What follows belongs to an exercise in optimizing a design on an open flow for small area; a production flow would make more cautious choices.
RTL that was checked went through simulation tests only; none was proved equivalent to the original.
Function not checked in run 8: the RTL went through the layout flow alone.
The clock cells of runs 7 and 8 come from the design's own scripts or RTL, not from TritonCTS.
The clock port is modelled as an ideal driver, which makes a skipped or thinned clock tree look cheaper than it is; a real chip needs a root buffer or a tree.
Power figures rest on the tool's default switching activity, not on a simulated workload.

==> design/flow/flow/run.sh <==
#!/bin/bash
# Layout flow: the standard flow (standard.sh), with the clock tree built from smaller
# clock buffers in larger clusters and no dummy loads, and one-unit buffers on the ports.
# ORFS reads CTS_ARGS and BUFFER_PORTS_ARGS from the environment.
set -e
export CTS_ARGS="-sink_clustering_enable -repair_clock_nets -dont_use_dummy_load -buf_list sky130_fd_sc_hd__clkbuf_8 -sink_clustering_buffer sky130_fd_sc_hd__clkbuf_8 -sink_clustering_size 20 -sink_clustering_max_diameter 45"
export BUFFER_PORTS_ARGS="-buffer_cell sky130_fd_sc_hd__buf_1"
bash standard.sh > standard.log 2>&1
==> design/flow/standard.sh <==
#!/bin/bash
# synth_recipe.tcl (not shown) runs the flow's synth.tcl, then flattens the netlist and writes it again
# the make line also repeats each setting of config.mk as NAME=value (left out here)
make -C /OpenROAD-flow-scripts/flow DESIGN_CONFIG=/design/flow/config.mk WORK_HOME=/design/flow/orfs CLKGATE_MAP_FILE= SYNTH_SCRIPT=/design/flow/synth_recipe.tcl "${@:-finish}"
==> design/flow/config.mk <==
export PLATFORM = sky130hd
export DESIGN_NAME = atsc_dc_blocker
export DESIGN_NICKNAME = atsc_dc_blocker
export VERILOG_FILES = /design/flow/design.v
export SDC_FILE = /design/flow/constraint.sdc
export NUM_CORES = 4
export LEC_CHECK = 0
export CAP_MARGIN = 0
export CORE_MARGIN = 2
export CORE_UTILIZATION = 80
export PLACE_DENSITY = 0.85
export SLEW_MARGIN = 0
==> design/flow/constraint.sdc <==
create_clock -name core_clock -period 8.0 [get_ports {ce_clk}]
set_input_delay 1.6000 -clock core_clock [delete_from_list [all_inputs] [get_ports {ce_clk}]]
set_output_delay 1.6000 -clock core_clock [all_outputs]
set_load 0.01 [all_outputs]
==> design/flow/design.v <==
module atsc_dc_blocker #(
    parameter int LOG2_LEN = 6,
    parameter int SR_CTRL  = 132
) (
    input  logic        ce_clk,
    input  logic        ce_rst,
    input  logic        set_stb,
    input  logic [7:0]  set_addr,
    input  logic [31:0] set_data,
    input  logic [31:0] in_tdata,
    input  logic        in_tlast,
    input  logic        in_tvalid,
    output logic        in_tready,
    output logic [31:0] out_tdata,
    output logic        out_tlast,
    output logic        out_tvalid,
    input  logic        out_tready
);
    localparam int N  = 1 << LOG2_LEN;
    localparam int SW = 16 + LOG2_LEN;
    localparam logic [7:0] CTRL_ADDR = 8'(SR_CTRL);
    localparam int KS = 11;   
    localparam int KD = 9;    
    function automatic logic [SW-1:0] csadd(input logic [SW-1:0] a, input logic [SW-1:0] b,
                                            input logic cin, input int K);
        logic c, h, run;
        logic [SW-1:0] r;
        c = cin;
        h = 1'b0;
        for (int k = 0; k < SW; k++) begin
            if (k == K) begin
                h = c;
                c = 1'b0;
            end
            r[k] = a[k] ^ b[k] ^ c;
            c    = (a[k] & b[k]) | (c & (a[k] ^ b[k]));
        end
        run = 1'b1;
        for (int k = 0; k < SW; k++) begin
            if (k < K) begin
                csadd[k] = r[k];
            end else begin
                csadd[k] = r[k] ^ (h & run);
                run      = run & r[k];
            end
        end
    endfunction
    function automatic logic [SW+15:0] comp(input logic [15:0] x, input logic [SW-1:0] base,
                                            input logic mean_en, input logic [15:0] nold);
        logic [SW-1:0] xe, me, s, c, t, d;
        logic [15:0]   mean, res;
        logic          e, g;
        mean = base[SW-1:LOG2_LEN] & {16{mean_en}};
        xe   = {{(SW-16){x[15]}}, x};
        me   = ~{{(SW-16){mean[15]}}, mean};
        d    = csadd(xe, me, 1'b1, KD);
        if (d[16] != d[15]) res = d[16] ? 16'h8000 : 16'h7fff;
        else                res = d[15:0];
        e = x[15] ^ nold[15];
        g = x[15] & nold[15];
        for (int k = 0; k < SW; k++) begin
            if (k < 16) begin
                s[k] = base[k] ^ x[k] ^ nold[k];
                c[k] = (base[k] & x[k]) | (base[k] & nold[k]) | (x[k] & nold[k]);
            end else begin
                s[k] = base[k] ^ e;
                c[k] = g | (base[k] & e);
            end
        end
        t = csadd(s, {c[SW-2:0], 1'b1}, 1'b0, KS);
        comp = {res, t};
    endfunction
    function automatic logic [5:0] lfsr_next(input logic [5:0] v);
        lfsr_next = {v[4:0], v[5] ^ v[4]};
    endfunction
    localparam logic [5:0] CNT_ONE = 6'b000001;   
    function automatic logic [5:0] lfsr_after(input int n);
        logic [5:0] v;
        v = CNT_ONE;
        for (int k = 0; k < n; k++) v = lfsr_next(v);
        lfsr_after = v;
    endfunction
    localparam logic [5:0] CNT_LAST = lfsr_after(62);
    logic                    out_tvalid_q;
    logic [31:0]             out_tdata_q;
    logic                    out_tlast_q;
    logic [SW-1:0]           sum_i_q, sum_q_q;
    logic [5:0]              cnt_q;
    logic                    full_q;
    logic                    bypass_q;
    logic                    clear_q;
    logic [31:0]             win [N];
    logic                    accept, ctrl_wr, old_vld;
    logic [SW-1:0]           base_i, base_q;
    logic [15:0]             nold_i, nold_q;
    logic [SW+15:0]          r_i, r_q;
    logic                    unused_bits;
    assign in_tready  = ~out_tvalid_q | out_tready;
    assign accept     = in_tvalid & in_tready;
    assign ctrl_wr    = set_stb & (set_addr == CTRL_ADDR);
    assign out_tdata  = out_tdata_q;
    assign out_tlast  = out_tlast_q;
    assign out_tvalid = out_tvalid_q;
    assign old_vld = full_q & ~clear_q;
    assign base_i  = clear_q ? '0 : sum_i_q;
    assign base_q  = clear_q ? '0 : sum_q_q;
    assign nold_i  = ~({16{old_vld}} & win[N-1][31:16]);
    assign nold_q  = ~({16{old_vld}} & win[N-1][15:0]);
    assign r_i     = comp(in_tdata[31:16], base_i, ~bypass_q, nold_i);
    assign r_q     = comp(in_tdata[15:0],  base_q, ~bypass_q, nold_q);
    assign unused_bits = ^{set_data[31:2]};
    always_ff @(posedge ce_clk or posedge ce_rst) begin
        if (ce_rst) begin
            out_tvalid_q <= 1'b0;
            bypass_q     <= 1'b0;
            clear_q      <= 1'b1;
        end else begin
            out_tvalid_q <= accept | (out_tvalid_q & ~out_tready);
            if (ctrl_wr) bypass_q <= set_data[0];
            clear_q      <= (ctrl_wr & set_data[1]) | (clear_q & ~accept);
        end
    end
    always_ff @(posedge ce_clk) begin
        if (accept) begin
            out_tdata_q <= {r_i[SW+15:SW], r_q[SW+15:SW]};
            out_tlast_q <= in_tlast;
            sum_i_q     <= r_i[SW-1:0];
            sum_q_q     <= r_q[SW-1:0];
            cnt_q       <= clear_q ? CNT_ONE : lfsr_next(cnt_q);
            full_q      <= ~clear_q & (full_q | (cnt_q == CNT_LAST));
            win[0]      <= in_tdata;
            for (int k = 1; k < N; k++) win[k] <= win[k-1];
        end
    end
endmodule
==> impl_results.md, run 1 <==
* Outcome: stopped before the end
* Exit stage: detailed placement
* Stop err: Error: detail_place.tcl, 38 bad optional access
* Cell taking the most area after synthesis: edfxtp_1
* Ys async rst share at 0.00141
* Mapped Cells at 2,661
* Synthesized area per cell at 25.8 um^2
* Yosys top cell area share at 0.933
* Yosys reg bits at 2,135
* Distinct cells, synth at 47
* Port bufs at 82
* Die W at 297 um
* Synth Flop Type: edfxtp_1
* Post-synth EDFFs at 2,132
* Net Count, Synth at 2,862
* Die Span Y at 297 um
* Top post-synthesis cells by count: edfxtp_1, fa_1, inv_1, nand2_1, nor2_1
* Most common cell in the netlist: edfxtp_1
* Top cells by area, synth: edfxtp_1, fa_1, inv_1
* Rows at 107
* Yosys warns at 2
* Io pins at 113
* Post-synthesis sequential area ratio at 0.934
* Final GP Congestion at 0.817
* Initial Util at 0.806
* Synthesized cell area at 68,700 um^2
-- worst max path at each step --
| stage | start | end |
|---|---|---|
| floorplan | out_tready | cnt_q[0] |
| global placement | in_tdata[17] | sum_i_q[21] |
-- metrics by stage --
stage / total power, mW / setup WS [ns] / instance area [um^2]
3_3_place_gp: 16.4 / 0.888 / 70700
2_1_floorplan: 16.2 / -8.90 / 68700
-- logic make-up after synthesis --
group,Yosys count,synth area share
and+or+nand+nor,205,0.0165
xor gates and xnor gates,27,0.00344
adders and majority gates,123,0.0344
muxes,1,0.000164
AOI/OAI and AO/OA,56,0.00547
DFF,2135,0.934
buffers and inverters,114,0.00629
-- power groups by stage --
stage             clock network, mW  logic [mW]  registers [mW]
floorplan                         0        1.96            14.2
global placement                  0        2.48            13.9
==> run 2, diff against run 1 <==
--- a/design/flow/config.mk
+++ b/design/flow/config.mk
@@ -7,6 +7,5 @@
 export LEC_CHECK = 0
 export CAP_MARGIN = 0
 export CORE_MARGIN = 2
-export CORE_UTILIZATION = 80
-export PLACE_DENSITY = 0.85
+export CORE_UTILIZATION = 70
 export SLEW_MARGIN = 0
==> run 2 against run 1 <==
Now clean on timing, DRC and antenna. Synthesized area is the same. Synthesized cell count is the same.
==> impl_results.md, run 2 <==
* WP data required at 8.53 ns
* CTS tree: yes
* Synth-to-Final Area Change at 6.47%
* Final instance area at 73,100 um^2
* Avg Vias per Cell at 5.64
* Post-CTS Resized at 0
* Top post-synthesis cells by count: edfxtp_1, fa_1, inv_1, nand2_1, nor2_1
* CP dominant cell by count: fa_1
* Lkg Pwr at 24.0 nW
* Synth Flop Type: edfxtp_1
* CP max stage cell: inv_1
* Relative max-transition margin at 0.126
* Die W at 317 um
* Commonest non-fill, non-tap cell in the layout: edfxtp_1
* Wire per inst at 20.1 um
* Fraction of layout cells with a size suffix above 1 at 0.0759
* Final setup fails at 0
* Net Count, Synth at 2,862
* Final Max Tran Viols at 0
* DR DRC count at 0
* Yosys reg bits at 2,135
* Most common cell in the netlist: edfxtp_1
* Final Hold Vio Count at 0
* Iter 0 DRT Violations at 2,398
* Clk latency of the worst-skew pair at 0.85 ns
* Max reg flops at 2,048
* Setup TNS at 0 ns
* GR Overflow Total at 0
* Root Buffer: clkbuf_8
* Final net count at 3,127
* Type of origin of the critical path: flip-flop
* Power Dens Cells at 288 nW/um^2
* Post-synth EDFFs at 2,132
* Fin crit share at 0.821
* Hold buffer count at cts at 0
* Setup bufs post-CTS at 0
* R2r startpoint: clear_q
* Mapped Cells at 2,661
* Commonest cells after routing, fill and taps aside: edfxtp_1, clkbuf_8, fa_1
* Die Span Y at 317 um
* Setup crit start: clear_q
* Worst-path maximum fanout at 22
* Initial antenna violation count at 3
* First-pass iteration count of the detailed router at 5
* Outcome: complete, no violations
* Largest Register: win
* Io pins at 113
* Synthesized area per cell at 25.8 um^2
* Core Region at 97,000 um^2
* Top cells by area, synth: edfxtp_1, fa_1, inv_1
* CTS buffer count at 157
* Final WL at 84,500 um
* Max Freq at 0.152 GHz
* CTS clk-pin slew, worst paths at 0.10 ns
* Distinct cells, synth at 47
* First-pass GRT wire length at 129,000 um
* Full die area at 101,000 um^2
* Unrepaired setup endpoints after global routing: false
* Peak VDD IR at 0.000181 V
* Placement Cell Area at 70,900 um^2
* Post-synthesis sequential area ratio at 0.934
* Max cap viols at 0
* Pin count of the biggest net entering global routing at 209
* Vias at 23,686
* CP Capture Type: flip-flop
* H-tree depth at 4
* Detailed placer's ending HPWL at 44,800 um
* Shortest period the worst path allows at 6.57 ns
* Clk sink count at 2,135
* Worst-path cell chain: inv_1 > buf_4 > nand2_1 > fa_1 > fa_1 > inv_1 > fa_1 > fa_1 > fa_1 > fa_1 > fa_1 > fa_1 > fa_1 > fa_1 > inv_1 > fa_1 > nor4b_4 > nand4b_1 > nor3_2 > xor2_1
* Worst-Margin Slew at 1.31 ns
* Cell taking the most area after synthesis: edfxtp_1
* Layout Skew at 0.0735 ns
* Routed Antenna Nets at 0
* Total Routing Usage GR at 0.171
* Ys async rst share at 0.00141
* CP Class: flip-flop to flip-flop
* Crit path largest cell delay at 0.64 ns
* WP data arrival at 7.10 ns
* Yosys warns at 2
* Hold Path Class: flip-flop to flip-flop
* Yosys top cell area share at 0.933
* Synthesized cell area at 68,700 um^2
* Vias in the first global route at 23,127
* Port bufs at 82
* CTS Buffer Depth at 3
* Worst hold start: win[17][23]
* Final GP Congestion at 0.805
* Top flop regs: win: 2048 flops, out_tdata_q: 32 flops
* Rows at 114
* Initial Util at 0.708
[run 2: cell counts after synthesis]
Identical to the previous run, type by type.
[run 2: final timing paths]
check                                to  slack (ns)  cells after the start
max                         sum_i_q[21]        1.43                     20
min                         win[18][23]        0.37                      0
max reg2reg                 sum_i_q[21]        1.43                     20
min reg2reg                 win[18][23]        0.37                      0
max in group asynchronous       clear_q        7.18                      2
min in group asynchronous  out_tvalid_q        0.61                      2
[run 2: cell type report]
type                    instances  area, um^2
repair buffers                124         736
fillers                      5068       23900
diodes                          2        5.00
flip-flops and latches       2135       64100
clock buffers                 157        2160
inverters                      96         360
multi-input cells             412        4140
well taps                    1276        1600
[run 2: cells by family after synthesis]
logic type / Yosys count / synth area share
flip-flops: 2135 / 0.934
AND/OR/NAND/NOR: 205 / 0.0165
adder cells (fa/ha/maj): 123 / 0.0344
buffers and inverters: 114 / 0.00629
AO/OA/AOI/OAI: 56 / 0.00547
XOR/XNOR: 27 / 0.00344
multiplexers: 1 / 0.000164
[run 2: stage by stage]
step	util	power [mW]	std cells	hold WS [ns]	setup WS, ns
finish	0.754	21.1	4202	0.369	1.43
CTS	0.754	21.4	4200	0.370	1.35
global placement	0.731	16.4	4043	0.401	0.817
global route	0.754	22.1	4201	0.377	1.11
floorplan	-	16.2	2661	0.400	-8.90
detailed placement	0.731	16.7	4043	0.405	0.673
[run 2: critical path: cells and delay by family (launching register included)]
kind          cells  cell delay, ns
fa+ha+maj        11            4.11
buf+inv           4            1.10
xor+xnor          1            0.16
flops             1            0.41
simple gates      4            0.50
[run 2: report_power, final]
group          switching, mW  internal, mW
combinational           1.65          1.05
sequential             0.273          13.4
clock                   2.92          1.76
total                   4.84          16.2
[run 2: routing by layer]
metal / vias to the layer above / share of wire / global-route usage
met5: - / 0.00012 / 0
li1: 10721 / - / -
met2: 511 / 0.42 / 0.228
met1: 12277 / 0.50 / 0.286
met4: 2 / 0.028 / 0.0638
met3: 175 / 0.054 / 0.0366
==> run 3, diff against run 2 <==
==> design/flow/flow/run.sh (replaced) <==
#!/bin/bash
# Layout flow: the standard flow (standard.sh), with the clock tree built from smaller
# clock buffers in larger clusters and no dummy loads, and one-unit buffers on the ports.
# ORFS reads CTS_ARGS and BUFFER_PORTS_ARGS from the environment.
set -e
export CTS_ARGS="-sink_clustering_enable -repair_clock_nets -dont_use_dummy_load -buf_list sky130_fd_sc_hd__clkbuf_8 -sink_clustering_size 18 -sink_clustering_max_diameter 40"
export BUFFER_PORTS_ARGS="-buffer_cell sky130_fd_sc_hd__buf_1"
bash standard.sh > standard.log 2>&1
--- a/design/flow/config.mk
+++ b/design/flow/config.mk
@@ -5,7 +5,7 @@
 export SDC_FILE = /design/flow/constraint.sdc
 export NUM_CORES = 4
 export LEC_CHECK = 0
-export CAP_MARGIN = 0
+export CAP_MARGIN = 20
 export CORE_MARGIN = 2
 export CORE_UTILIZATION = 70
-export SLEW_MARGIN = 0
+export SLEW_MARGIN = 20
==> run 3 against run 2 <==
Still clean. Combinational power about the same. Die area unchanged. Total power increased by 1.6%. Sequential share of layout area decreased by 0.44 points. Hold slack got worse by 0.0077 ns. Utilization increased by 0.38 points. Worst setup slack improved by 0.0071 ns. Routed wire length increased by 0.96%. Non-clock buffer count increased by 1. Critical path type unchanged. Critical endpoint is now sum_q_q[21].
==> impl_results.md, run 3 <==
* Outcome: complete, no violations
* Yosys warns at 2
* Shortest period the worst path allows at 6.56 ns
* First-pass iteration count of the detailed router at 5
* Vias in the first global route at 23,322
* Io pins at 113
* First-pass GRT wire length at 130,000 um
* Initial Util at 0.708
* Root Buffer: clkbuf_8
* Synthesized area per cell at 25.8 um^2
* Pre-CTS setup slack at 0.673 ns
* DR DRC count at 0
* Clk latency of the worst-skew pair at 0.86 ns
* Reg2reg path depth at 20
* Reg2reg end: sum_q_q[21]
* CTS Buffer Depth at 3
* Final setup fails at 0
* Final Hold Vio Count at 0
* Setup crit start: clear_q
* CTS buffer count at 182
* Distinct cells, synth at 47
* Yosys reg bits at 2,135
* R2R setup slack at 1.44 ns
* Post-synthesis sequential area ratio at 0.934
* Hold Path Class: flip-flop to flip-flop
* Top flop regs: win: 2048 flops, out_tdata_q: 32 flops
* Setup TNS at 0 ns
* Fillcell total at 5,045
* Overall Power at 21.4 mW
* Reg area at 64,100 um^2
* Fin crit share at 0.820
* Iter 0 DRT Violations at 2,406
* Final net count at 3,153
* Full die area at 101,000 um^2
* GR Overflow Total at 0
* Final GP Congestion at 0.805
* Synth-to-Final Area Change at 7.01%
* Die Span Y at 317 um
* Setup bufs post-CTS at 0
* Clk sink count at 2,135
* CTS tree: yes
* Worst-path maximum fanout at 22
* Max reg flops at 2,048
* Total Routing Usage GR at 0.173
* Setup ws final at 1.44 ns
* Relative max-transition margin at 0.277
* Detailed placer's ending HPWL at 44,800 um
* Die W at 317 um
* Ys async rst share at 0.00141
* Post-synth EDFFs at 2,132
* Port bufs at 82
* Initial antenna violation count at 3
* Cell taking the most area after synthesis: edfxtp_1
* Core Region at 97,000 um^2
* Unrepaired setup endpoints after global routing: false
* CP Class: flip-flop to flip-flop
* Vias at 23,794
* Mapped Cells at 2,661
* Commonest non-fill, non-tap cell in the layout: edfxtp_1
* Pin count of the biggest net entering global routing at 209
* Worst-Margin Slew at 1.09 ns
* Post-CTS Resized at 0
* Wire per inst at 20.2 um
* Multi-input logic area at 4140 um^2
* Final Max Tran Viols at 0
* Top cells by area, synth: edfxtp_1, fa_1, inv_1
* CP Capture Type: flip-flop
* Hold buffer count at cts at 0
* Layout Skew at 0.0634 ns
* Net Count, Synth at 2,862
* Fraction of layout cells with a size suffix above 1 at 0.0841
* Largest Register: win
* Type of origin of the critical path: flip-flop
* Routed Antenna Nets at 0
* Rows at 114
* Commonest cells after routing, fill and taps aside: edfxtp_1, clkbuf_8, fa_1
* Yosys top cell area share at 0.933
* CTS clk-pin slew, worst paths at 0.10 ns
* Final WL at 85,300 um
* Critical path destination: sum_q_q[21]
* Fin util at 0.757
* R2r startpoint: clear_q
* Power Dens Cells at 292 nW/um^2
* H-tree depth at 4
* Lkg Pwr at 24.1 nW
* Max Freq at 0.152 GHz
* Synthesized cell area at 68,700 um^2
* Synth Flop Type: edfxtp_1
* WP data arrival at 7.12 ns
* Peak VDD IR at 0.000196 V
* Top post-synthesis cells by count: edfxtp_1, fa_1, inv_1, nand2_1, nor2_1
* Avg Vias per Cell at 5.63
* Max cap viols at 0
* WP data required at 8.56 ns
* Most common cell in the netlist: edfxtp_1
* Hold slack at 0.361 ns
-- run 3: cell types whose count changed in the layout (fill, tap and decap cells not counted) --
cell      previous run  this run
clkbuf_8           157       182
buf_16               0         1
-- run 3: critical path, cell delays in order (launching register included) --
cell     delay, ns
dfstp_2       0.41
inv_1         0.64
buf_4         0.31
nand2_1       0.11
fa_1          0.39
inv_1         0.06
ha_1          0.14
inv_1         0.05
fa_1          0.37
fa_1          0.40
fa_1          0.40
fa_1          0.40
fa_1          0.41
fa_1          0.41
fa_1          0.41
fa_1          0.39
fa_1          0.39
xnor2_1       0.19
xnor2_1       0.16
xnor2_1       0.16
xor2_1        0.09
-- run 3: area by class of cell --
| class | instances | share of cell area |
|---|---|---|
| timing repair buffer | 125 | 0.0104 |
| sequential | 2135 | 0.873 |
| tap | 1276 | 0.0217 |
| clock buffer | 182 | 0.0341 |
| inverter | 96 | 0.00491 |
| antenna | 2 | 0.0000681 |
| multi-input combinational | 412 | 0.0563 |
-- run 3: power by group --
group	switching [mW]	internal (mW)
logic	1.65	1.05
registers	0.276	13.4
clock network	3.00	2.02
total	4.92	16.5
-- run 3: worst min-delay path by stage --
stage,endpoint,slack (ns),cells past startpoint,start
6_report,win[38][10],0.36,0,win[37][10]
5_1_grt,win[38][10],0.36,0,win[37][10]
4_1_cts,win[38][10],0.36,0,win[37][10]
3_5_place_dp,win[10][1],0.40,0,win[9][1]
3_3_place_gp,win[51][20],0.40,0,win[50][20]
2_1_floorplan,win[10][0],0.40,0,win[9][0]
-- run 3: per-stage QoR --
step | cells | instance area [um^2]
floorplan | 2661 | 68700
global placement | 4043 | 70900
detailed placement | 4043 | 70900
CTS | 4225 | 73400
global route | 4227 | 73500
finish | 4228 | 73500
-- run 3: cell families (layout without fill, tap and decap cells) --
kind of cell,count (synthesis),count (layout),share of synthesized area
buffers and inverters,114,403,0.00629
other,0,2,0
flip-flops,2135,2135,0.934
adder cells (fa/ha/maj),123,123,0.0344
AO/OA/AOI/OAI,56,56,0.00547
AND/OR/NAND/NOR,205,205,0.0165
XOR/XNOR,27,27,0.00344
multiplexers,1,1,0.000164
-- run 3: per-layer routing --
layer | share of wire | vias up | wire length [um] | global-route usage
li1 | - | 10773 | - | -
met1 | 0.50 | 12306 | 42800 | 0.289
met3 | 0.053 | 171 | 4530 | 0.0387
met2 | 0.42 | 542 | 35600 | 0.227
met5 | 0.00015 | - | 13 | 0
met4 | 0.029 | 2 | 2450 | 0.0676
==> run 4, diff against run 3 <==
--- a/design/flow/design.v
+++ b/design/flow/design.v
@@ -47,27 +47,21 @@
     endfunction
     function automatic logic [SW+15:0] comp(input logic [15:0] x, input logic [SW-1:0] base,
                                             input logic mean_en, input logic [15:0] nold);
-        logic [SW-1:0] xe, me, s, c, t, d;
-        logic [15:0]   mean, res;
-        logic          e, g;
+        logic [SW-1:0] s, c, t, r;
+        logic [15:0]   mean, xo, mo, no, res;
         mean = base[SW-1:LOG2_LEN] & {16{mean_en}};
-        xe   = {{(SW-16){x[15]}}, x};
-        me   = ~{{(SW-16){mean[15]}}, mean};
-        d    = csadd(xe, me, 1'b1, KD);
-        if (d[16] != d[15]) res = d[16] ? 16'h8000 : 16'h7fff;
-        else                res = d[15:0];
-        e = x[15] ^ nold[15];
-        g = x[15] & nold[15];
-        for (int k = 0; k < SW; k++) begin
-            if (k < 16) begin
-                s[k] = base[k] ^ x[k] ^ nold[k];
-                c[k] = (base[k] & x[k]) | (base[k] & nold[k]) | (x[k] & nold[k]);
-            end else begin
-                s[k] = base[k] ^ e;
-                c[k] = g | (base[k] & e);
-            end
+        xo   = x ^ 16'h8000;
+        mo   = ~(mean ^ 16'h8000);
+        no   = nold ^ 16'h8000;
+        r    = csadd({{(SW-16){1'b0}}, xo}, {{(SW-16){1'b0}}, mo}, 1'b1, KD);
+        if (r[16] == r[15]) res = r[16] ? 16'h7fff : 16'h8000;
+        else                res = r[15:0];
+        for (int k = 0; k < 16; k++) begin
+            s[k] = base[k] ^ xo[k] ^ no[k];
+            c[k] = (base[k] & xo[k]) | (base[k] & no[k]) | (xo[k] & no[k]);
         end
-        t = csadd(s, {c[SW-2:0], 1'b1}, 1'b0, KS);
+        s[SW-1:16] = base[SW-1:16];
+        t = csadd(s, {{(SW-16){~c[15]}}, c[14:0], 1'b1}, 1'b0, KS);
         comp = {res, t};
     endfunction
     function automatic logic [5:0] lfsr_next(input logic [5:0] v);
==> design/flow/flow/run.sh (replaced) <==
#!/bin/bash
# Layout flow: the standard flow (standard.sh), with the clock tree built from smaller
# clock buffers in larger clusters and no dummy loads, and one-unit buffers on the ports.
# ORFS reads CTS_ARGS and BUFFER_PORTS_ARGS from the environment.
set -e
export CTS_ARGS="-sink_clustering_enable -repair_clock_nets -dont_use_dummy_load -buf_list sky130_fd_sc_hd__clkbuf_8 -sink_clustering_buffer sky130_fd_sc_hd__clkbuf_8 -sink_clustering_size 20 -sink_clustering_max_diameter 45"
export BUFFER_PORTS_ARGS="-buffer_cell sky130_fd_sc_hd__buf_1"
bash standard.sh > standard.log 2>&1
--- a/design/flow/config.mk
+++ b/design/flow/config.mk
@@ -5,7 +5,8 @@
 export SDC_FILE = /design/flow/constraint.sdc
 export NUM_CORES = 4
 export LEC_CHECK = 0
-export CAP_MARGIN = 20
+export CAP_MARGIN = 0
 export CORE_MARGIN = 2
 export CORE_UTILIZATION = 70
-export SLEW_MARGIN = 20
+export GPL_TIMING_DRIVEN = 0
+export SLEW_MARGIN = 0
==> run 4 against run 3 <==
Clock power decreased by 7.6%. Combinational power rose by 2%. Die area shrank 0.59%. Sequential power barely moved. Total power shrank 1.9%. Critical path type unchanged. Synthesized cell count is 1.6% lower. Clock skew rose by 0.020 ns. Still clean on timing, DRC and antenna. Via count is 2.5% lower.
==> impl_results.md, run 4 <==
* Outcome: complete, no violations
* Top post-synthesis cells by count: edfxtp_1, fa_1, inv_1, nand2_1, nor2_1
* Fin crit share at 0.860
* Met3 usage in global routing at 0.0404
* Die Span Y at 316 um
* Vias in the first global route at 23,056
* Lkg Pwr at 23.9 nW
* Vias at 23,193
* Yosys reg bits at 2,135
* Post-CTS Resized at 0
* Final GP Congestion at 0.812
* Initial antenna violation count at 5
* CTS buffer count at 155
* Pre-CTS setup slack at 0.679 ns
* Most common cell in the netlist: edfxtp_1
* Hold slack at 0.374 ns
* Worst-Margin Slew at 0.736 ns
* Rows at 114
* Synth Area in Simple Gates at 0.0142
* Clk sink count at 2,135
* Hold Path Class: flip-flop to flip-flop
* Yosys top cell area share at 0.938
* WP data required at 8.55 ns
* Mux contribution to synthesized area at 0.000220
* Core Region at 96,700 um^2
* Clk latency of the worst-skew pair at 0.83 ns
* CP dominant cell by count: fa_1
* Post-synthesis sequential area ratio at 0.939
* Post-synth EDFFs at 2,132
* Final WL at 83,900 um
* Full die area at 100,000 um^2
* Met1 Use GR at 0.278
* Die W at 316 um
* GRT busiest layer: met1
* First-pass GRT wire length at 129,000 um
* Power Dens Cells at 287 nW/um^2
* Wire per inst at 20.1 um
* GR Overflow Total at 0
* Crit path largest cell delay at 0.59 ns
* Top cells by area, synth: edfxtp_1, fa_1, inv_1
* Largest Register: win
* Setup TNS at 0 ns
* Unrepaired setup endpoints after global routing: false
* First-pass iteration count of the detailed router at 5
* Post-Synth Adder-Cell Area at 0.0308
* Final Hold Vio Count at 0
* Top flop regs: win: 2048 flops, out_tdata_q: 32 flops
* H-tree depth at 4
* WP data arrival at 7.43 ns
* Port bufs at 82
* Routed Antenna Nets at 0
* Shortest period the worst path allows at 6.88 ns
* Pin count of the biggest net entering global routing at 84
* CTS Buffer Depth at 3
* DR DRC count at 0
* Worst-path maximum fanout at 10
* CTS clk-pin slew, worst paths at 0.08 ns
* Detailed placer's ending HPWL at 45,900 um
* Iter 0 DRT Violations at 2,270
* Top Family by Delay on Critical Path: adder cells
* Final Max Tran Viols at 0
* Commonest non-fill, non-tap cell in the layout: edfxtp_1
* Type of origin of the critical path: flip-flop
* Hold buffer count at cts at 0
* CP Capture Type: flip-flop
* Worst-path cell chain: inv_1 > clkbuf_1 > buf_1 > nand2_1 > fa_1 > fa_1 > inv_1 > fa_1 > fa_1 > fa_1 > fa_1 > fa_1 > fa_1 > fa_1 > fa_1 > inv_1 > fa_1 > nor4b_4 > nand2_1 > nor2_1 > xnor2_1
* Relative max-transition margin at 0.509
* Grt met2 use at 0.238
* Io pins at 113
* Fraction of layout cells with a size suffix above 1 at 0.0762
* Net Count, Synth at 2,806
* Initial Util at 0.706
* Compound-Gate Fraction of Synth Area at 0.00523
* Main combinational cell family by area after synthesis: adder cells
* Synthesized area per cell at 26.1 um^2
* CTS tree: yes
* Buf/Inv on CP at 5
* Root Buffer: clkbuf_8
* Cell taking the most area after synthesis: edfxtp_1
* Final setup fails at 0
* Mapped Cells at 2,619
* Max Freq at 0.145 GHz
* Avg Vias per Cell at 5.57
* Max cap viols at 0
* Post-Synth XOR/XNOR Area at 0.00385
* Setup ws final at 1.12 ns
* Distinct cells, synth at 53
* CP max stage cell: fa_1
* Peak VDD IR at 0.000185 V
* Max reg flops at 2,048
* Total Routing Usage GR at 0.171
* Ys async rst share at 0.00141
* Final net count at 3,076
* CP Class: flip-flop to flip-flop
* Yosys warns at 2
* Setup bufs post-CTS at 0
* Layout Skew at 0.0837 ns
* Synthesized cell area at 68,200 um^2
* Synth Flop Type: edfxtp_1
* Commonest cells after routing, fill and taps aside: edfxtp_1, clkbuf_8, fa_1
* Synth-to-Final Area Change at 7.17%
[run 4: area by class of cell]
| type | instances | area (um^2) |
|---|---|---|
| Sequential cell | 2135 | 64100 |
| Tap cell | 1276 | 1600 |
| Fill cell | 5035 | 23600 |
| Buffer | 22 | 106 |
| Inverter | 89 | 334 |
| Timing Repair Buffer | 113 | 1150 |
| Antenna cell | 2 | 5.00 |
| Clock buffer | 155 | 2130 |
| Multi-Input combinational cell | 373 | 3710 |
[run 4: final timing paths]
kind | endpoint | depth (start not counted) | startpoint | slack (ns)
hold reg to reg | win[56][25] | 0 | win[55][25] | 0.37
setup reg to reg | sum_i_q[19] | 21 | clear_q | 1.12
hold / removal | win[56][25] | 0 | win[55][25] | 0.37
min in group asynchronous | out_tvalid_q | 2 | ce_rst | 0.63
max in group asynchronous | clear_q | 2 | ce_rst | 7.12
setup / recovery | sum_i_q[19] | 21 | clear_q | 1.12
[run 4: routing by layer]
layer  vias up  wire, um
met5         -         9
met4         2      1890
met3       147      4330
met2       438     37000
met1     12022     40700
li1      10584         -
[run 4: metrics by stage]
step / utilization / area (um^2) / instances / power (mW)
floorplan: - / 68300 / 2619 / 16.1
global placement: 0.725 / 70200 / 3977 / 16.8
detailed placement: 0.734 / 71000 / 4008 / 16.6
CTS: 0.756 / 73100 / 4163 / 21.3
global route: 0.756 / 73100 / 4164 / 22.0
finish: 0.756 / 73100 / 4165 / 21.0
[run 4: report_power, final]
group          switching (mW)  internal [mW]  leakage, nW  total (mW)
logic                    1.70           1.04         2.48        2.75
registers               0.227           13.4         20.3        13.6
clock network            2.91           1.74         1.11        4.64
[run 4: kinds of logic (layout without fill, tap and decap cells)]
kind of cell               count (synthesis)  in the layout
AOI/OAI and AO/OA                         48             48
xor gates and xnor gates                  30             30
adders and majority gates                109            109
buffers and inverters                    111            379
DFF                                     2135           2135
muxes                                      1              1
other                                      0              2
and+or+nand+nor                          185            185
==> run 5, diff against run 4 <==
--- a/design/flow/config.mk
+++ b/design/flow/config.mk
@@ -7,6 +7,6 @@
 export LEC_CHECK = 0
 export CAP_MARGIN = 0
 export CORE_MARGIN = 2
-export CORE_UTILIZATION = 70
+export CORE_UTILIZATION = 75
 export GPL_TIMING_DRIVEN = 0
 export SLEW_MARGIN = 0
==> run 5 against run 4 <==
Cell count shrank 2.5%. Highest routed layer is now met4. Critical endpoint unchanged. Still clean. Non-clock buffer count fell by 2. Critical path depth did not move. Total power shrank 0.19%. Clock skew decreased by 0.033 ns. Worst setup slack worse by 0.060 ns. Die area down 6.6%. Synthesized cell count unchanged. Utilization is 5.3 points higher. Clock-buffer cell count decreased by 2.
==> impl_results.md, run 5 <==
* Outcome: complete, no violations
* Worst-path cell chain: inv_1 > clkbuf_1 > buf_1 > nand2_1 > fa_1 > fa_1 > inv_1 > fa_1 > fa_1 > fa_1 > fa_1 > fa_1 > fa_1 > fa_1 > fa_1 > inv_1 > fa_1 > nor4b_4 > nand2_1 > nor2_1 > xnor2_1
* Comb pwr share at 0.131
* Detailed placer's ending HPWL at 44,700 um
* Worst hold start: win[12][24]
* Lkg Pwr at 23.9 nW
* CP dominant cell by count: fa_1
* WP data arrival at 7.48 ns
* Final setup fails at 0
* Top cells by area, synth: edfxtp_1, fa_1, inv_1
* Top post-synthesis cells by count: edfxtp_1, fa_1, inv_1, nand2_1, nor2_1
* Clk latency of the worst-skew pair at 0.83 ns
* Io pins at 113
* Reg area at 64,100 um^2
* Shortest period the worst path allows at 6.94 ns
* Ys async rst share at 0.00141
* Fraction of layout cells with a size suffix above 1 at 0.0749
* Avg Vias per Cell at 5.72
* Largest Register: win
* Final WL at 82,500 um
* Initial antenna violation count at 5
* Net Sw Frac at 0.230
* Post-synthesis sequential area ratio at 0.939
* CTS buffer count at 153
* Peak VDD IR at 0.000191 V
* Type of origin of the critical path: flip-flop
* Mapped Cells at 2,619
* Placement Cell Area at 70,800 um^2
* Commonest non-fill, non-tap cell in the layout: edfxtp_1
* Full die area at 93,400 um^2
* Root Buffer: clkbuf_8
* Synth Flop Type: edfxtp_1
* Iter 0 DRT Violations at 2,181
* Max Freq at 0.144 GHz
* CTS Buffer Depth at 3
* Commonest cells after routing, fill and taps aside: edfxtp_1, clkbuf_8, fa_1
* Max cap viols at 0
* Multi-input logic area at 3710 um^2
* Hold slack at 0.379 ns
* Yosys top cell area share at 0.938
* Power Dens Cells at 288 nW/um^2
* CTS clk-pin slew, worst paths at 0.10 ns
* Max reg flops at 2,048
* Core Region at 90,100 um^2
* Vias in the first global route at 23,007
* Switching pwr at 4.83 mW
* Pint at 16.2 mW
* Total Routing Usage GR at 0.180
* Top Family by Delay on Critical Path: adder cells
* Relative max-transition margin at 0.470
* CP max stage cell: clkbuf_1
* Top flop regs: win: 2048 flops, out_tdata_q: 32 flops
* First-pass iteration count of the detailed router at 6
* CP Capture Type: flip-flop
* Crit path largest cell delay at 0.58 ns
* GR Overflow Total at 0
* WP data required at 8.54 ns
* First-pass GRT wire length at 127,000 um
* Buf/Inv on CP at 5
* Worst-Margin Slew at 0.795 ns
* Post-CTS Resized at 0
* Setup bufs post-CTS at 0
* Port bufs at 82
* Routed Antenna Nets at 0
* Seq pwr share at 0.650
* Fin crit share at 0.867
* Initial Util at 0.757
* Distinct cells, synth at 53
* Die W at 306 um
* Die Span Y at 306 um
* Hold Path Class: flip-flop to flip-flop
* Clk sink count at 2,135
* Setup TNS at 0 ns
* Layout Skew at 0.0503 ns
* DR DRC count at 0
* Final Max Tran Viols at 0
* Vias at 23,219
* Synthesized cell area at 68,200 um^2
* R2r startpoint: clear_q
* Post-synth EDFFs at 2,132
* Fillcell total at 3,934
* Rows at 110
* Final Hold Vio Count at 0
* Wire per inst at 20.3 um
* CP Class: flip-flop to flip-flop
* CTS tree: yes
* Net Count, Synth at 2,806
* Clk pwr share at 0.219
* Synthesized area per cell at 26.1 um^2
* H-tree depth at 4
* Cell taking the most area after synthesis: edfxtp_1
* Most common cell in the netlist: edfxtp_1
* Final GP Congestion at 0.806
* Pin count of the biggest net entering global routing at 86
* Worst-path maximum fanout at 10
* Setup crit start: clear_q
* Final net count at 3,072
* Yosys reg bits at 2,135
* Final instance area at 72,900 um^2
* Unrepaired setup endpoints after global routing: false
* Yosys warns at 2
* Synth-to-Final Area Change at 6.88%
* Hold buffer count at cts at 0
[run 5: worst paths after layout]
path | endpoint | slack [ns] | cells after the start
min in group asynchronous | out_tvalid_q | 0.62 | 2
setup / recovery | sum_i_q[19] | 1.06 | 21
hold reg to reg | win[13][24] | 0.38 | 0
max in group asynchronous | clear_q | 7.19 | 2
hold / removal | win[13][24] | 0.38 | 0
setup reg to reg | sum_i_q[19] | 1.06 | 21
[run 5: layout make-up]
type | count | share of cell area
Multi-Input combinational cell | 373 | 0.0509
Clock buffer | 153 | 0.0289
Inverter | 89 | 0.00458
Tap cell | 1176 | 0.0202
Sequential cell | 2135 | 0.879
Buffer | 22 | 0.00146
Antenna cell | 2 | 0.0000686
Timing Repair Buffer | 111 | 0.0152
[run 5: stage by stage]
| step | instances | setup slack, ns | power (mW) | util |
|---|---|---|---|---|
| floorplan | 2619 | -8.90 | 16.1 | - |
| finish | 4061 | 1.06 | 21.0 | 0.809 |
| detailed placement | 3906 | 0.727 | 16.6 | 0.786 |
| CTS | 4059 | 0.972 | 21.2 | 0.809 |
| global placement | 3877 | -12.57 | 16.8 | 0.777 |
| global route | 4060 | 0.607 | 21.9 | 0.809 |
[run 5: metal layers]
layer / vias to the layer above / global-route usage / routed length, um
met4: 0 / 0.0658 / 2200
li1: 10577 / - / -
met2: 485 / 0.255 / 36200
met5: - / 0 / 0
met1: 12004 / 0.289 / 39800
met3: 153 / 0.0376 / 4390
[run 5: cells by family after synthesis]
logic type / count (synthesis) / synth area share
buffers and inverters: 111 / 0.00645
AND/OR/NAND/NOR: 185 / 0.0142
flip-flops: 2135 / 0.939
AO/OA/AOI/OAI: 48 / 0.00523
multiplexers: 1 / 0.000220
adder cells (fa/ha/maj): 109 / 0.0308
XOR/XNOR: 30 / 0.00385
[run 5: power groups by stage]
stage                     Combinational, mW  Sequential (mW)  Clock, mW
after floorplan                        1.87             14.2          0
after global placement                 2.49             14.4          0
after detailed placement               2.76             13.9          0
after CTS                              2.77             13.6       4.81
after global routing                   3.07             13.7       5.14
final                                  2.75             13.6       4.59
[run 5: worst register-to-register path, delay by kind of cell, from the launching register on]
kind / cells / cell delay (ns)
buffers and inverters: 5 / 1.36
flip-flops: 1 / 0.49
XOR/XNOR: 1 / 0.13
adder cells (fa/ha/maj): 11 / 4.13
AND/OR/NAND/NOR: 4 / 0.55
==> run 6, diff against run 5 <==
--- a/design/flow/config.mk
+++ b/design/flow/config.mk
@@ -7,6 +7,5 @@
 export LEC_CHECK = 0
 export CAP_MARGIN = 0
 export CORE_MARGIN = 2
-export CORE_UTILIZATION = 75
-export GPL_TIMING_DRIVEN = 0
+export CORE_UTILIZATION = 70
 export SLEW_MARGIN = 0
==> run 6 against run 5 <==
Largest power group unchanged. Via count is 0.40% higher. Clock skew up 0.037 ns. Still clean. Combinational power fell by 8.4%.
==> impl_results.md, run 6 <==
* Outcome: complete, no violations
* Mapped Cells at 2,619
* Max cap viols at 0
* Shortest period the worst path allows at 6.72 ns
* CTS buffer count at 155
* Io pins at 113
* Routed Antenna Nets at 0
* Commonest non-fill, non-tap cell in the layout: edfxtp_1
* Pin count of the biggest net entering global routing at 212
* Compound-Gate Fraction of Synth Area at 0.00523
* Rows at 114
* Final WL at 83,900 um
* Vias in the first global route at 22,735
* Cell taking the most area after synthesis: edfxtp_1
* Fraction of layout cells with a size suffix above 1 at 0.0766
* H-tree depth at 4
* Yosys top cell area share at 0.938
* Full die area at 100,000 um^2
* Top flop regs: win: 2048 flops, out_tdata_q: 32 flops
* Post-CTS Resized at 0
* Synth Flop Type: edfxtp_1
* Die W at 316 um
* Hold EP: win[38][7]
* Critical Path Stages at 21
* GR Overflow Total at 0
* Multi-input logic area at 3720 um^2
* Top Family by Delay on Critical Path: adder cells
* Yosys reg bits at 2,135
* Synthesized cell area at 68,200 um^2
* Yosys warns at 2
* CP max stage cell: nor2b_2
* Fin crit share at 0.840
* Worst hold start: win[37][7]
* Mux contribution to synthesized area at 0.000220
* CP Class: flip-flop to flip-flop
* Crit path largest cell delay at 0.85 ns
* DR DRC count at 0
* Wire per inst at 20.2 um
* WP data arrival at 7.26 ns
* Layout Skew at 0.0874 ns
* Commonest cells after routing, fill and taps aside: edfxtp_1, clkbuf_8, fa_1
* Largest Register: win
* Relative max-transition margin at 0.276
* Core Region at 96,700 um^2
* Met1 Use GR at 0.280
* CTS tree: yes
* Max Freq at 0.149 GHz
* Total Routing Usage GR at 0.170
* R2R setup slack at 1.28 ns
* Final Hold Vio Count at 0
* CTS clk-pin slew, worst paths at 0.10 ns
* Worst-path cell chain: nor2b_2 > buf_4 > nand2_1 > fa_1 > inv_1 > fa_1 > inv_1 > fa_1 > fa_1 > fa_1 > fa_1 > fa_1 > fa_1 > fa_1 > fa_1 > inv_1 > fa_1 > nor4b_4 > nand2_1 > nor4_2 > xnor2_1
* Buf/Inv on CP at 4
* Synthesized area per cell at 26.1 um^2
* Ys async rst share at 0.00141
* Max reg flops at 2,048
* Grt met2 use at 0.232
* Post-synth EDFFs at 2,132
* Hold Crit Depth at 0
* Top cells by area, synth: edfxtp_1, fa_1, inv_1
* CTS Buffer Depth at 3
* Final net count at 3,060
* Post-Synth Adder-Cell Area at 0.0308
* Reg area at 64,100 um^2
* Die Span Y at 316 um
* Reg2reg path depth at 21
* Hold Path Class: flip-flop to flip-flop
* Reg2reg end: sum_q_q[21]
* Root Buffer: clkbuf_8
* Clk sink count at 2,135
* Fillcell total at 5,060
* Top post-synthesis cells by count: edfxtp_1, fa_1, inv_1, nand2_1, nor2_1
* Met3 usage in global routing at 0.0388
* Detailed placer's ending HPWL at 44,500 um
* Most common cell in the netlist: edfxtp_1
* CP dominant cell by count: fa_1
* Avg Vias per Cell at 5.62
* Type of origin of the critical path: flip-flop
* Peak VDD IR at 0.000178 V
* Setup TNS at 0 ns
* Setup bufs post-CTS at 0
* Main combinational cell family by area after synthesis: adder cells
* Setup crit start: full_q
* Post-Synth XOR/XNOR Area at 0.00385
* Synth Area in Simple Gates at 0.0142
* CP Capture Type: flip-flop
* Lkg Pwr at 23.7 nW
* Final GP Congestion at 0.816
* Synth-to-Final Area Change at 6.40%
* WP data required at 8.55 ns
* Post-synthesis sequential area ratio at 0.939
* Net Count, Synth at 2,806
* Hold buffer count at cts at 0
* Initial antenna violation count at 6
* Worst-Margin Slew at 1.09 ns
* First-pass iteration count of the detailed router at 5
* Vias at 23,312
* Unrepaired setup endpoints after global routing: false
* Worst-path maximum fanout at 23
* R2r startpoint: full_q
* First-pass GRT wire length at 128,000 um
* GRT busiest layer: met1
* Power Dens Cells at 287 nW/um^2
* Initial Util at 0.706
* Final Max Tran Viols at 0
* Distinct cells, synth at 53
* Iter 0 DRT Violations at 2,185
* Clk latency of the worst-skew pair at 0.85 ns
* Final setup fails at 0
* Port bufs at 82
* Fin util at 0.751
run 6: cell types whose count changed in the layout (fill, tap and decap cells not counted):
cell      delta
buf_4       +25
buf_12      +11
nor2b_2      +1
diode_2      +2
buf_16      -29
nor2b_1      -1
buf_6        -2
clkbuf_1    -14
buf_1        -1
clkbuf_8     +2
buf_2        -4
run 6: worst max path at each step:
stage	slack [ns]	endpoint
2_1_floorplan	-8.90	cnt_q[0]
6_report	1.28	sum_q_q[21]
4_1_cts	1.18	sum_q_q[21]
5_1_grt	0.95	sum_q_q[21]
3_3_place_gp	0.94	sum_i_q[21]
3_5_place_dp	0.86	sum_i_q[21]
run 6: power breakdown:
| group | internal (mW) | leakage (nW) | total, mW | switching [mW] |
|---|---|---|---|---|
| clock network | 1.74 | 1.11 | 4.65 | 2.92 |
| logic | 0.990 | 2.29 | 2.52 | 1.53 |
| registers | 13.4 | 20.3 | 13.7 | 0.270 |
run 6: worst reg2reg max path, stage by stage (launching register included):
cell and delay [ns]:
edfxtp_1 0.44, nor2b_2 0.85, buf_4 0.30, nand2_1 0.09, fa_1 0.45, inv_1 0.11, fa_1 0.17, inv_1 0.05
fa_1 0.38, fa_1 0.39, fa_1 0.40, fa_1 0.39, fa_1 0.40, fa_1 0.40, fa_1 0.40, fa_1 0.38
inv_1 0.08, fa_1 0.26, nor4b_4 0.09, nand2_1 0.19, nor4_2 0.08, xnor2_1 0.15
run 6: cells by family (layout without fill, tap and decap cells):
| family | after synthesis | count (layout) |
|---|---|---|
| adder cells (fa/ha/maj) | 109 | 109 |
| buffers and inverters | 111 | 363 |
| flip-flops | 2135 | 2135 |
| AND/OR/NAND/NOR | 185 | 185 |
| other | 0 | 4 |
| multiplexers | 1 | 1 |
| XOR/XNOR | 30 | 30 |
| AO/OA/AOI/OAI | 48 | 48 |
run 6: area by class of cell:
type / count / area share
flip-flops and latches: 2135 / 0.883
inverters: 89 / 0.00460
diodes: 4 / 0.000138
clock buffers: 155 / 0.0294
well taps: 1276 / 0.0220
multi-input cells: 373 / 0.0512
repair buffers: 119 / 0.00996
run 6: layer usage:
layer  vias to the layer above  wire, um
li1                      10542         -
met1                     12107     40700
met2                       504     36500
met3                       157      4730
met4                         2      1980
met5                         -        12
run 6: stage by stage:
| stage | instance area [um^2] | setup WS, ns | cells | total power [mW] | hold slack, ns |
|---|---|---|---|---|---|
| detailed placement | 70500 | 0.860 | 3992 | 16.5 | 0.405 |
| global placement | 70500 | 0.938 | 3992 | 16.3 | 0.400 |
| CTS | 72600 | 1.18 | 4147 | 21.1 | 0.362 |
| floorplan | 68300 | -8.90 | 2619 | 16.1 | 0.400 |
| finish | 72600 | 1.28 | 4151 | 20.9 | 0.356 |
| global route | 72600 | 0.947 | 4151 | 21.9 | 0.364 |
==> run 7, diff against run 6 <==
==> design/flow/flow/run.sh (replaced) <==
#!/bin/bash
# Layout flow: the standard flow (standard.sh) with its own clock tree. Before ORFS's CTS
# step, flow/clock_tree.tcl (through the PRE_CTS_TCL hook, flow/cts_hook.tcl) clusters the
# flip-flops by recursive bisection of their placement and drives each cluster from one clock
# buffer, sized to keep the flip-flop clock-pin slew low; the leaf buffers are driven the same
# way by a balanced tree whose top buffers the clock port drives. Ports get one-unit buffers.
# ORFS reads these settings from the environment. standard.sh's output goes to standard.log
# and each ORFS step keeps its own log under orfs/logs.
set -e
HERE=$(cd "$(dirname "${BASH_SOURCE[0]}")" && pwd)
export PRE_CTS_TCL="$HERE/cts_hook.tcl"
export CT_LEVELS="sky130_fd_sc_hd__clkbuf_8:20:60 sky130_fd_sc_hd__clkbuf_8:8 sky130_fd_sc_hd__clkbuf_16:6 sky130_fd_sc_hd__clkbuf_16:4"
export CT_ROOT_MAX=4
export CT_SLEW_LEAF=0.112
export CT_SLEW_MID=0.150
export BUFFER_PORTS_ARGS="-buffer_cell sky130_fd_sc_hd__buf_1"
bash standard.sh > standard.log 2>&1
==> design/flow/flow/clock_tree.tcl (new file) <==
# Builds the clock tree by hand: the clock's flip-flops are split by recursive bisection of
# their placement into groups of at most LEAF_N, each driven by one LEAF_BUF placed at the
# group's centre; the leaf buffers are grouped the same way under MID_BUF buffers, and so on
# until at most ROOT_MAX drivers remain, which the clock port drives.
proc ct_env {name default} {
  if {[info exists ::env($name)] && $::env($name) ne ""} { return $::env($name) }
  return $default
}
set ct_levels [ct_env CT_LEVELS "sky130_fd_sc_hd__clkbuf_4:12 sky130_fd_sc_hd__clkbuf_8:14 sky130_fd_sc_hd__clkbuf_16:16"]
set ct_root_max [ct_env CT_ROOT_MAX 1]

proc ct_hp {items} {
  set xs [lmap it $items {lindex $it 0}]
  set ys [lmap it $items {lindex $it 1}]
  return [expr {[tcl::mathfunc::max {*}$xs] - [tcl::mathfunc::min {*}$xs] + [tcl::mathfunc::max {*}$ys] - [tcl::mathfunc::min {*}$ys]}]
}

# Groups of at most maxn items whose bounding box half-perimeter is at most maxhp (dbu).
proc ct_cluster {items maxn maxhp} {
  set n [llength $items]
  if {$n <= 1 || ($n <= $maxn && [ct_hp $items] <= $maxhp)} { return [list $items] }
  set k [expr {max(2, int(ceil(double($n) / $maxn)))}]
  set halves [ct_split $items 2 $k]
  set out {}
  foreach h $halves { set out [concat $out [ct_cluster $h $maxn $maxhp]] }
  return $out
}

proc ct_split {items k {kk 0}} {
  # with kk > 0: split into two parts in the ratio floor(kk/2) : kk - floor(kk/2)
  if {$kk > 0} {
    set xs [lmap it $items {lindex $it 0}]
    set ys [lmap it $items {lindex $it 1}]
    set dx [expr {[tcl::mathfunc::max {*}$xs] - [tcl::mathfunc::min {*}$xs]}]
    set dy [expr {[tcl::mathfunc::max {*}$ys] - [tcl::mathfunc::min {*}$ys]}]
    set idx [expr {$dx >= $dy ? 0 : 1}]
    set sorted [lsort -real -index $idx $items]
    set n [llength $sorted]
    set n1 [expr {int(round(double($n) * ($kk / 2) / $kk))}]
    return [list [lrange $sorted 0 [expr {$n1 - 1}]] [lrange $sorted $n1 end]]
  }
  # items: list of {x y obj}; k: number of groups wanted
  if {$k <= 1} { return [list $items] }
  set xs [lmap it $items {lindex $it 0}]
  set ys [lmap it $items {lindex $it 1}]
  set dx [expr {[tcl::mathfunc::max {*}$xs] - [tcl::mathfunc::min {*}$xs]}]
  set dy [expr {[tcl::mathfunc::max {*}$ys] - [tcl::mathfunc::min {*}$ys]}]
  set idx [expr {$dx >= $dy ? 0 : 1}]
  set sorted [lsort -real -index $idx $items]
  set n [llength $sorted]
  set k1 [expr {$k / 2}]
  set k2 [expr {$k - $k1}]
  set n1 [expr {int(round(double($n) * $k1 / $k))}]
  set a [lrange $sorted 0 [expr {$n1 - 1}]]
  set b [lrange $sorted $n1 end]
  return [concat [ct_split $a $k1] [ct_split $b $k2]]
}

set block [ord::get_db_block]
set db [ord::get_db]
set clk_net [$block findNet [ct_env CT_NET ce_clk]]
# items are {x y iterm}
set items {}
foreach it [$clk_net getITerms] {
  set inst [$it getInst]
  set bb [$inst getBBox]
  lappend items [list [expr {([$bb xMin] + [$bb xMax]) / 2}] [expr {([$bb yMin] + [$bb yMax]) / 2}] $it]
}
puts "clock tree: [llength $items] sinks on [$clk_net getName]"
set lvl 0
set nbuf 0
set specs $ct_levels
while {[llength $items] > $ct_root_max} {
  if {[llength $specs] > 1} {
    set spec [lindex $specs 0]
    set specs [lrange $specs 1 end]
  } else {
    set spec [lindex $specs 0]
  }
  lassign [split $spec :] master_name maxn maxhp
  if {$maxhp eq ""} { set maxhp 1e12 } else { set maxhp [expr {$maxhp * 1000}] }
  set master [$db findMaster $master_name]
  set groups [ct_cluster $items $maxn $maxhp]
  set next {}
  set gi 0
  foreach g $groups {
    set sx 0; set sy 0
    foreach it $g { set sx [expr {$sx + [lindex $it 0]}]; set sy [expr {$sy + [lindex $it 1]}] }
    set cx [expr {int($sx / [llength $g])}]
    set cy [expr {int($sy / [llength $g])}]
    set name "ctbuf_${lvl}_${gi}"
    set inst [odb::dbInst_create $block $master $name]
    $inst setLocation [expr {$cx - [$master getWidth] / 2}] [expr {$cy - [$master getHeight] / 2}]
    $inst setPlacementStatus PLACED
    set net [odb::dbNet_create $block "ctnet_${lvl}_${gi}"]
    $net setSigType CLOCK
    foreach it $g {
      set iterm [lindex $it 2]
      $iterm disconnect
      $iterm connect $net
    }
    [$inst findITerm X] connect $net
    set a [$inst findITerm A]
    $a connect $clk_net
    lappend next [list $cx $cy $a]
    incr gi
    incr nbuf
  }
  puts "clock tree level $lvl: [llength $groups] x $master_name (at most $maxn loads each)"
  set items $next
  incr lvl
}
puts "clock tree: $nbuf buffers, [llength $items] driven by the port"

# Size each buffer, from the leaves up, to the smallest clock buffer whose output slew, with
# placement-estimated parasitics, is at most CT_SLEW_LEAF (leaves) or CT_SLEW_MID (above).
set ct_sizes [ct_env CT_SIZES "sky130_fd_sc_hd__clkbuf_2 sky130_fd_sc_hd__clkbuf_4 sky130_fd_sc_hd__clkbuf_8 sky130_fd_sc_hd__clkbuf_16"]
set ct_slew_leaf [ct_env CT_SLEW_LEAF 0.105]
set ct_slew_mid [ct_env CT_SLEW_MID 0.150]
set_propagated_clock [all_clocks]
estimate_parasitics -placement
proc ct_load_slew {inst} {
  set mx 0
  foreach it [[[$inst findITerm X] getNet] getITerms] {
    if {[$it isInputSignal] || [[$it getMTerm] getName] eq "CLK"} {
      set p [get_pins "[[$it getInst] getName]/[[$it getMTerm] getName]"]
      set s [get_property $p slew_max]
      if {$s > $mx} { set mx $s }
    }
  }
  return $mx
}
set ct_order {}
for {set l 0} {$l < $lvl} {incr l} { lappend ct_order $l }
lappend ct_order 0
foreach l $ct_order {
  set target [expr {$l == 0 ? $ct_slew_leaf : $ct_slew_mid}]
  set nsz 0
  foreach inst [$block getInsts] {
    if {![string match "ctbuf_${l}_*" [$inst getName]]} { continue }
    foreach m $ct_sizes {
      $inst swapMaster [$db findMaster $m]
      if {[ct_load_slew $inst] <= $target} { break }
    }
    incr nsz
  }
  puts "clock tree level $l: sized $nsz buffers"
}
==> design/flow/flow/cts_hook.tcl (new file) <==
# PRE_CTS_TCL hook for ORFS's cts.tcl: build the clock tree with clock_tree.tcl, then make
# cts.tcl's clock_tree_synthesis call a no-op; the rest of cts.tcl (legalisation, timing
# repair) runs as usual.
source [file join [file dirname [info script]] clock_tree.tcl]
rename clock_tree_synthesis ct_unused_clock_tree_synthesis
proc clock_tree_synthesis {args} {
  puts "clock tree built by cts_hook.tcl; clock_tree_synthesis $args skipped"
}
==> run 7 against run 6 <==
Die area unchanged. Combinational power hardly changed. Sequential power hardly changed. Total power fell by 0.87%. Synthesized area stayed put. Register-to-register slack improved by 0.07 ns. Sequential cell count unchanged. First-iteration DRC count fell by 9.8%. Routed wire length fell by 1.6%. Synthesized cell count unchanged. Fmax rose by 1.1%. Clock skew rose by 0.083 ns. Largest cell class unchanged. Largest power group unchanged.
==> impl_results.md, run 7 <==
* Post-synthesis sequential area ratio at 0.939
* Max Freq at 0.151 GHz
* Setup TNS at 0 ns
* Post-Synth XOR/XNOR Area at 0.00385
* Critical Path Stages at 21
* Yosys top cell area share at 0.938
* Commonest non-fill, non-tap cell in the layout: edfxtp_1
* Routed Antenna Nets at 0
* Post-Synth Adder-Cell Area at 0.0308
* Clk latency of the worst-skew pair at 0.98 ns
* Yosys reg bits at 2,135
* Synth-to-Final Area Change at 6.21%
* Type of origin of the critical path: flip-flop
* Reg2reg path depth at 21
* Vias at 23,065
* Post-synth EDFFs at 2,132
* Shortest period the worst path allows at 6.64 ns
* Top Family by Delay on Critical Path: adder cells
* Setup crit start: full_q
* Cell taking the most area after synthesis: edfxtp_1
* Hold buffer count at cts at 0
* Commonest cells after routing, fill and taps aside: edfxtp_1, fa_1, inv_1
* Final Hold Vio Count at 0
* Total Routing Usage GR at 0.162
* Worst-path maximum fanout at 23
* Synthesized cell area at 68,200 um^2
* Lkg Pwr at 23.7 nW
* Compound-Gate Fraction of Synth Area at 0.00523
* WP data required at 8.70 ns
* Final Max Tran Viols at 0
* Die Span Y at 316 um
* Max cap viols at 0
* Distinct cells, synth at 53
* Most common cell in the netlist: edfxtp_1
* Top flop regs: win: 2048 flops, out_tdata_q: 32 flops
* CP max stage cell: nor2b_2
* Outcome: complete, no violations
* Rows at 114
* Critical path destination: sum_q_q[21]
* Power Dens Cells at 285 nW/um^2
* Largest Register: win
* Top post-synthesis cells by count: edfxtp_1, fa_1, inv_1, nand2_1, nor2_1
* GR Overflow Total at 0
* Full die area at 100,000 um^2
* Hold slack at 0.324 ns
* Port bufs at 82
* Core Region at 96,700 um^2
* Net Count, Synth at 2,806
* Mux contribution to synthesized area at 0.000220
* Synth Area in Simple Gates at 0.0142
* First-pass GRT wire length at 125,000 um
* Initial antenna violation count at 8
* CP Capture Type: flip-flop
* Iter 0 DRT Violations at 1,970
* Final instance area at 72,500 um^2
* Ys async rst share at 0.00141
* Detailed placer's ending HPWL at 44,500 um
* Final setup fails at 0
* R2R setup slack at 1.36 ns
* Max reg flops at 2,048
* WP data arrival at 7.34 ns
* First-pass iteration count of the detailed router at 5
* Fraction of layout cells with a size suffix above 1 at 0.0734
* Layout Skew at 0.170 ns
* CP dominant cell by count: fa_1
* Pin count of the biggest net entering global routing at 212
* Unrepaired setup endpoints after global routing: false
* Yosys warns at 2
* Post-CTS Resized at 0
* Avg Vias per Cell at 5.57
* Die W at 316 um
* Io pins at 113
* Worst-path cell chain: nor2b_2 > buf_4 > nand2_1 > fa_1 > inv_1 > fa_1 > inv_1 > fa_1 > fa_1 > fa_1 > fa_1 > fa_1 > fa_1 > fa_1 > fa_1 > inv_1 > fa_1 > nor4b_4 > nand2_1 > nor4_2 > xnor2_1
* R2r startpoint: full_q
* Buf/Inv on CP at 4
* Initial Util at 0.706
* Final GP Congestion at 0.816
* Synth Flop Type: edfxtp_1
* DR DRC count at 0
* Reg2reg end: sum_q_q[21]
* Wire per inst at 19.9 um
* Setup bufs post-CTS at 0
* Placement Cell Area at 70,500 um^2
* Hold Path Class: flip-flop to flip-flop
* CTS clk-pin slew, worst paths at 0.11 ns
* Final WL at 82,600 um
* Overall Power at 20.7 mW
* Peak VDD IR at 0.000186 V
* Non-Filler Instances at 4,141
* Total placed cells including tap cells at 3,992
* Main combinational cell family by area after synthesis: adder cells
* Mapped Cells at 2,619
* Worst-Margin Slew at 1.15 ns
* Top cells by area, synth: edfxtp_1, fa_1, inv_1
* CP Class: flip-flop to flip-flop
* Relative max-transition margin at 0.233
* Fin crit share at 0.830
* Final net count at 3,050
* Synthesized area per cell at 26.1 um^2
* Vias in the first global route at 22,313
* Crit path largest cell delay at 0.85 ns
-- run 7: changes by cell type in the layout (fill, tap and decap cells not counted), sizes merged --
cell and delta:
clkbuf -10
-- run 7: stage by stage --
| stage | utilization | setup WS, ns |
|---|---|---|
| finish | 0.749 | 1.36 |
| floorplan | - | -8.90 |
| global placement | 0.729 | 0.938 |
| CTS | 0.749 | 1.25 |
| global route | 0.749 | 0.978 |
| detailed placement | 0.729 | 0.860 |
-- run 7: cell families (layout without fill, tap and decap cells) --
logic type,after synthesis,count (layout)
fa+ha+maj,109,109
flops,2135,2135
compound gates,48,48
xor+xnor,30,30
other cells,0,4
mux,1,1
simple gates,185,185
buf+inv,111,353
-- run 7: worst min path at each step --
stage / from / end / cells past startpoint
final: win[57][25] / win[58][25] / 0
after global routing: win[62][17] / win[63][17] / 0
after CTS: ce_rst / out_tvalid_q / 2
after detailed placement: win[9][16] / win[10][16] / 0
after global placement: win[3][4] / win[4][4] / 0
after floorplan: win[9][0] / win[10][0] / 0
-- run 7: cell type report --
type	count	area (um^2)
Sequential cell	2135	64100
Fill cell	5112	24200
Multi-Input combinational cell	373	3720
Buffer	145	2000
Tap cell	1276	1600
Timing Repair Buffer	119	723
Inverter	89	334
Antenna cell	4	10.0
-- run 7: report_power, final --
group          leakage [nW]  internal (mW)  switching, mW
logic                  2.29          0.988           1.53
registers              20.3           13.4          0.270
clock network          1.07           1.65           2.84
-- run 7: routing by layer --
| layer | vias up | track usage | routed length (um) |
|---|---|---|---|
| li1 | 10554 | - | - |
| met4 | 2 | 0.0446 | 2300 |
| met2 | 407 | 0.230 | 36000 |
| met3 | 163 | 0.0246 | 4480 |
| met5 | - | 0 | 14 |
| met1 | 11939 | 0.271 | 39700 |
==> run 8, diff against run 7 <==
--- a/design/flow/design.v
+++ b/design/flow/design.v
@@ -19,8 +19,8 @@
     localparam int N  = 1 << LOG2_LEN;
     localparam int SW = 16 + LOG2_LEN;
     localparam logic [7:0] CTRL_ADDR = 8'(SR_CTRL);
-    localparam int KS = 11;   
-    localparam int KD = 9;    
+    localparam int KS = 13;   
+    localparam int KD = 12;   
     function automatic logic [SW-1:0] csadd(input logic [SW-1:0] a, input logic [SW-1:0] b,
                                             input logic cin, input int K);
         logic c, h, run;
==> run 8 against run 7 <==
Utilization hardly changed. Global-route usage down 0.14 points. Largest power group unchanged. Die area decreased by 0.34%. Worst setup slack got worse by 0.69 ns.
==> impl_results.md, run 8 <==
* Lkg Pwr at 23.5 nW
* Commonest non-fill, non-tap cell in the layout: edfxtp_1
* Synth-to-Final Area Change at 6.20%
* Total placed cells including tap cells at 3,950
* CP Capture Type: flip-flop
* CP Class: flip-flop to flip-flop
* First-pass GRT wire length at 123,000 um
* Yosys top cell area share at 0.941
* Post-CTS Resized at 0
* Final Hold Vio Count at 0
* Synthesized area per cell at 26.4 um^2
* Pin count of the biggest net entering global routing at 200
* Layout Skew at 0.220 ns
* Commonest cells after routing, fill and taps aside: edfxtp_1, fa_1, inv_1
* WP data required at 8.64 ns
* Net Count, Synth at 2,760
* Post-Synth XOR/XNOR Area at 0.00283
* Outcome: complete, no violations
* Max reg flops at 2,048
* Initial Util at 0.705
* R2r startpoint: clear_q
* Core Region at 96,400 um^2
* Fraction of layout cells with a size suffix above 1 at 0.0709
* Synth Area in Simple Gates at 0.0132
* Hold slack at 0.276 ns
* Final instance area at 72,200 um^2
* Grt met2 use at 0.215
* Ys async rst share at 0.00141
* GR Overflow Total at 0
* Worst-path maximum fanout at 17
* Unrepaired setup endpoints after global routing: false
* Yosys reg bits at 2,135
* Final net count at 3,010
* Setup TNS at 0 ns
* Reg2reg end: sum_q_q[19]
* Distinct cells, synth at 37
* Port bufs at 82
* CTS clk-pin slew, worst paths at 0.10 ns
* Met3 usage in global routing at 0.0250
* Placement Cell Area at 70,300 um^2
* Vias at 22,906
* Hold Path Class: flip-flop to flip-flop
* Overall Power at 20.3 mW
* Shortest period the worst path allows at 7.33 ns
* Final GP Congestion at 0.782
* Initial antenna violation count at 10
* Final setup fails at 0
* Reg2reg path depth at 22
* Cell taking the most area after synthesis: edfxtp_1
* Non-Filler Instances at 4,101
* First-pass iteration count of the detailed router at 5
* Power Dens Cells at 281 nW/um^2
* Top cells by area, synth: edfxtp_1, fa_1, inv_1
* Peak VDD IR at 0.000214 V
* Total Routing Usage GR at 0.160
* Final WL at 81,600 um
* Mux contribution to synthesized area at 0.000460
* Clk latency of the worst-skew pair at 1.04 ns
* Fin crit share at 0.916
* Synth Flop Type: edfxtp_1
* R2R setup slack at 0.67 ns
* Top flop regs: win: 2048 flops, out_tdata_q: 32 flops
* Post-Synth Adder-Cell Area at 0.0309
* Synthesized cell area at 68,000 um^2
* Pre-CTS setup slack at 0.163 ns
* Mapped Cells at 2,573
* Avg Vias per Cell at 5.59
* Wire per inst at 19.9 um
* Final Max Tran Viols at 0
* DR DRC count at 0
* Max cap viols at 0
==> run 8: cell types whose count changed after synthesis, sizes merged, moves of 8 or more <==
cell and delta:
nand2 -40, nand2b +33, o22ai +27, nor2 -17
a21oi -12, o21a -9, xnor2 -8
==> run 8: kinds of logic after synthesis <==
logic type,Yosys count
AOI/OAI and AO/OA,38
xor gates and xnor gates,22
adders and majority gates,109
buffers and inverters,114
DFF,2135
muxes,3
and+or+nand+nor,152
==> run 8: where the power goes <==
part	leakage, nW	switching [mW]	internal, mW	total [mW]
Combinational	2.18	1.34	0.854	2.20
Sequential	20.3	0.275	13.4	13.7
Clock	1.03	2.84	1.57	4.41
==> run 8: routing by layer <==
metal	vias to the layer above	wire, um
li1	10419	-
met1	11841	41100
met2	479	33900
met3	161	4440
met4	6	2140
met5	-	35
==> run 8: area by class of cell <==
type	count	area [um^2]
Antenna cell	4	10.0
Buffer	147	1920
Fill cell	5194	24200
Inverter	93	353
Multi-Input combinational cell	324	3470
Sequential cell	2135	64100
Tap cell	1276	1600
Timing Repair Buffer	122	771
==> run 8: worst max-delay path by stage <==
stage | slack [ns] | endpoint | cells past startpoint | start
6_report | 0.67 | sum_q_q[19] | 22 | clear_q
5_1_grt | 0.41 | sum_q_q[19] | 22 | clear_q
4_1_cts | 0.59 | sum_q_q[19] | 22 | clear_q
3_5_place_dp | 0.16 | sum_q_q[19] | 21 | in_tdata[1]
3_3_place_gp | 0.35 | sum_q_q[19] | 21 | in_tdata[1]
2_1_floorplan | -26.42 | cnt_q[0] | 3 | out_tready
==> run 8: critical path, cell delays in order, from the launching register on <==
cell	delay, ns
dfstp_2	0.42
nor2b_2	0.60
buf_4	0.31
nand2_1	0.10
fa_1	0.46
inv_1	0.11
fa_1	0.18
inv_1	0.05
fa_1	0.38
fa_1	0.40
fa_1	0.39
fa_1	0.38
fa_1	0.38
fa_1	0.40
fa_1	0.41
fa_1	0.41
fa_1	0.39
fa_1	0.37
inv_1	0.08
fa_1	0.19
nand4bb_1	0.29
nor4_1	0.13
xnor2_1	0.15

Re-timed with assumed drivers on the ports (clkbuf_16 on the clock, buf_2 on other inputs), run 8 has 0.672 ns of setup slack against 0.672 ns with ideal ports, and 0.158 ns once port delays also move by the mid clock arrival of 1.023 ns.
